Background: an optimization exercise with open tools, aiming at small area, a short achievable clock period and few clock cycles. Do not read the settings as production practice. RTL that was checked went through simulation tests only; none was proved equivalent to the original. Power is estimated from default activity; no workload was simulated.

## lane 2
// equity_top
module equity_top
(
	input  logic               clock,
	input  logic               rst_n,
	input  logic               awvalid,
	output logic               awready,
	input  logic [5-1:0] awaddr,
	input  logic               wvalid,
	output logic               wready,
	input  logic [32-1:0] wdata,
	output logic               bvalid,
	input  logic               bready,
	output logic [1:0]         bresp,
	input  logic               arvalid,
	output logic               arready,
	input  logic [5-1:0] araddr,
	output logic               rvalid,
	input  logic               rready,
	output logic [32-1:0] rdata,
	output logic [1:0]         rresp
);
	logic                  go;
	logic                  err;
	logic                  fin;
	logic                  fin_bad;
	logic                  first;
	logic [32-1:0]    hole_word;
	logic [32-1:0]    flop_word;
	logic [4*13-1:0] base0;
	logic [4*13-1:0] base1;
	logic [1:0]            cand;
	logic [1:0]            k4;
	logic [1:0]            k5;
	logic [7:0]            fmax;
	logic                  same;
	logic                  run;
	logic [3:0]            a;
	logic [3:0]            b;
	logic [13-1:0]   a_hot;
	logic [13-1:0]   b_hot;
	logic [13-1:0]   one;
	logic [13-1:0]   two;
	logic [4:0]            live_a;
	logic [4:0]            live_b;
	logic [13:0]           strength;
	logic [10-1:0]     win_count;
	logic [10-1:0]     nl_count;
	equity_regs i_regs (.*);  
	board_enumerator i_enum (.*);
	assign one = a_hot | b_hot;
	assign two = a_hot & b_hot;
	hand_ranker i_rank0
	(
		.base     (base0),
		.one      (one),
		.two      (two),
		.strength (strength[6:0])
	);
	hand_ranker i_rank1
	(
		.base     (base1),
		.one      (one),
		.two      (two),
		.strength (strength[13:7])
	);
	outcome_tally i_tally (.*);
endmodule
export LEC_CHECK = 0
export CAP_MARGIN = 20
export CORE_MARGIN = 2
export CORE_UTILIZATION = 30
export SLEW_MARGIN = 20
create_clock -name core_clock -period 12.5 [get_ports {clock}]
standard.sh (not shown) runs the stock make flow with config.mk's settings and CLKGATE_MAP_FILE= SYNTH_SCRIPT=/design/flow/synth_recipe.tcl, a recipe that flattens the netlist after the stock synthesis.
==> flow/flow/run.sh <==
#!/bin/bash
# Standard layout, with timing repair aimed well below the clock period
cp standard.sh standard_sh_copy.log
export SETUP_SLACK_MARGIN=8.5
bash standard.sh > standard.log 2>&1
The following lists how lane 5 was set up differently from lane 2:
==> flow/run.sh (new file) <==
#!/bin/bash
# synth_recipe.tcl (not shown) runs the flow's synth.tcl, then flattens the netlist and writes it again
# the make line also repeats each setting of config.mk as NAME=value (left out here)
make -C /OpenROAD-flow-scripts/flow DESIGN_CONFIG=/design/flow/config.mk WORK_HOME=/design/flow/orfs CLKGATE_MAP_FILE= SYNTH_SCRIPT=/design/flow/synth_recipe.tcl finish
removed: flow/flow/run.sh
removed: flow/standard.sh
- Setup slack in lane 5 is 1.28 ns lower than in lane 2
- Clock-cell share of area: lane 5 higher than lane 2
- The growth of design area from synthesis to finish number comes out lower for lane 5 vs lane 2.
- Diff lane 2 -> lane 5 | amount of wire on met3 after detailed routing | decrease of about 10%
- Clock buffer instance count of the final layout: lane 2 and lane 5 compared, higher one is lane 2
No functional check of the RTL was part of any run of this note.

Another version of the RTL of equity_top (not shown whole).
Size in the first run: roughly 90 I/O pins, about 33000 µm² of cells after synthesis.
clock: 12.5 ns
lec_check: 0
abc_area: 1
cap_margin: 20
core_margin: 2
core_utilization: 30
slew_margin: 20
==> flow/flow/run.sh <==
#!/bin/bash
# Standard layout, with timing repair aimed well below the clock period
cp standard.sh standard_sh_copy.log
export SETUP_SLACK_MARGIN=9.0
bash standard.sh > standard.log 2>&1
Testbench counts at the start, summed over its fixed seeds: cycles 6,144.
Then changed:
==> flow/flow/run.sh (replaced) <==
#!/bin/bash
# Standard layout, with timing repair aimed well below the clock period
cp standard.sh standard_sh_copy.log
export SETUP_SLACK_MARGIN=8.8
bash standard.sh > standard.log 2>&1
CORE_UTILIZATION = 60   (was 30)
Result: Routed wire length goes down by about 0.64%; total power shrinks by about 1%; cell area is lower by about 3.3%; combinational power falls by about 6%; core utilization increases by 32 points; clock-buffer cell count rises by 1.
Then changed:
CORE_UTILIZATION = 30   (was 60)
Outcome: Clock-buffer cell count is lower by 5. Power grows by 0.56%. Sequential power barely changes. Clock skew increases by 0.028 ns. Critical path depth is unchanged. Flip-flop and latch count is unchanged. Clock power barely changes. Cell area goes up by 2.8%. Core utilization came out lower by 33 points. Via count goes down by about 5%. Global-route usage came out lower by 21 points.
Then changed:
CORE_UTILIZATION = 45   (was 30)
=> Clock-buffer cell count is higher by 3; critical path depth stays the same; area after synthesis stays the same.

[what the ideal ports hide]
The flow's constraints put no driver on any port. The routed layouts listed below were extracted and timed again, unchanged, in two steps.
Step 1 assumes that a clkbuf_16 drives the clock port and a buf_2 every other input.
Step 2 times the ports against the registers' clock, not the clock port: input delays grow and output delays shrink by t, the midpoint of the rising clock arrivals with the driver on.
a / b / c = no drivers / after step 1 / after step 2; a / b = the first two.
| run | t, ns | setup slack, ns | slew at the worst register clock pin (ns) | worst slew at a driven data input, ns |
|---|---|---|---|---|
| lane 2 | 0.627 | 7.062 / 7.062 / 7.062 | 0.07 / 0.07 | 0.07 |
| lane 5 | 0.619 | 5.783 / 5.783 / 5.783 | 0.07 / 0.07 | 0.06 |
| the first run of note 2 | 0.702 | 8.751 / 8.686 / 8.346 | 0.07 / 0.07 | 0.06 |
| the second run of note 2 | 0.693 | 8.776 / 8.711 / 8.191 | 0.08 / 0.08 | 0.06 |
| the third run of note 2 | 0.703 | 8.757 / 8.691 / 8.182 | 0.07 / 0.07 | 0.08 |
| the fourth run of note 2 | 0.684 | 8.777 / 8.708 / 8.232 | 0.07 / 0.07 | 0.05 |
After both steps every run listed still meets setup and hold. The setup slack of the second run of note 2, which loses most, moves by -0.065 ns with the drivers and by -0.585 ns with both steps.
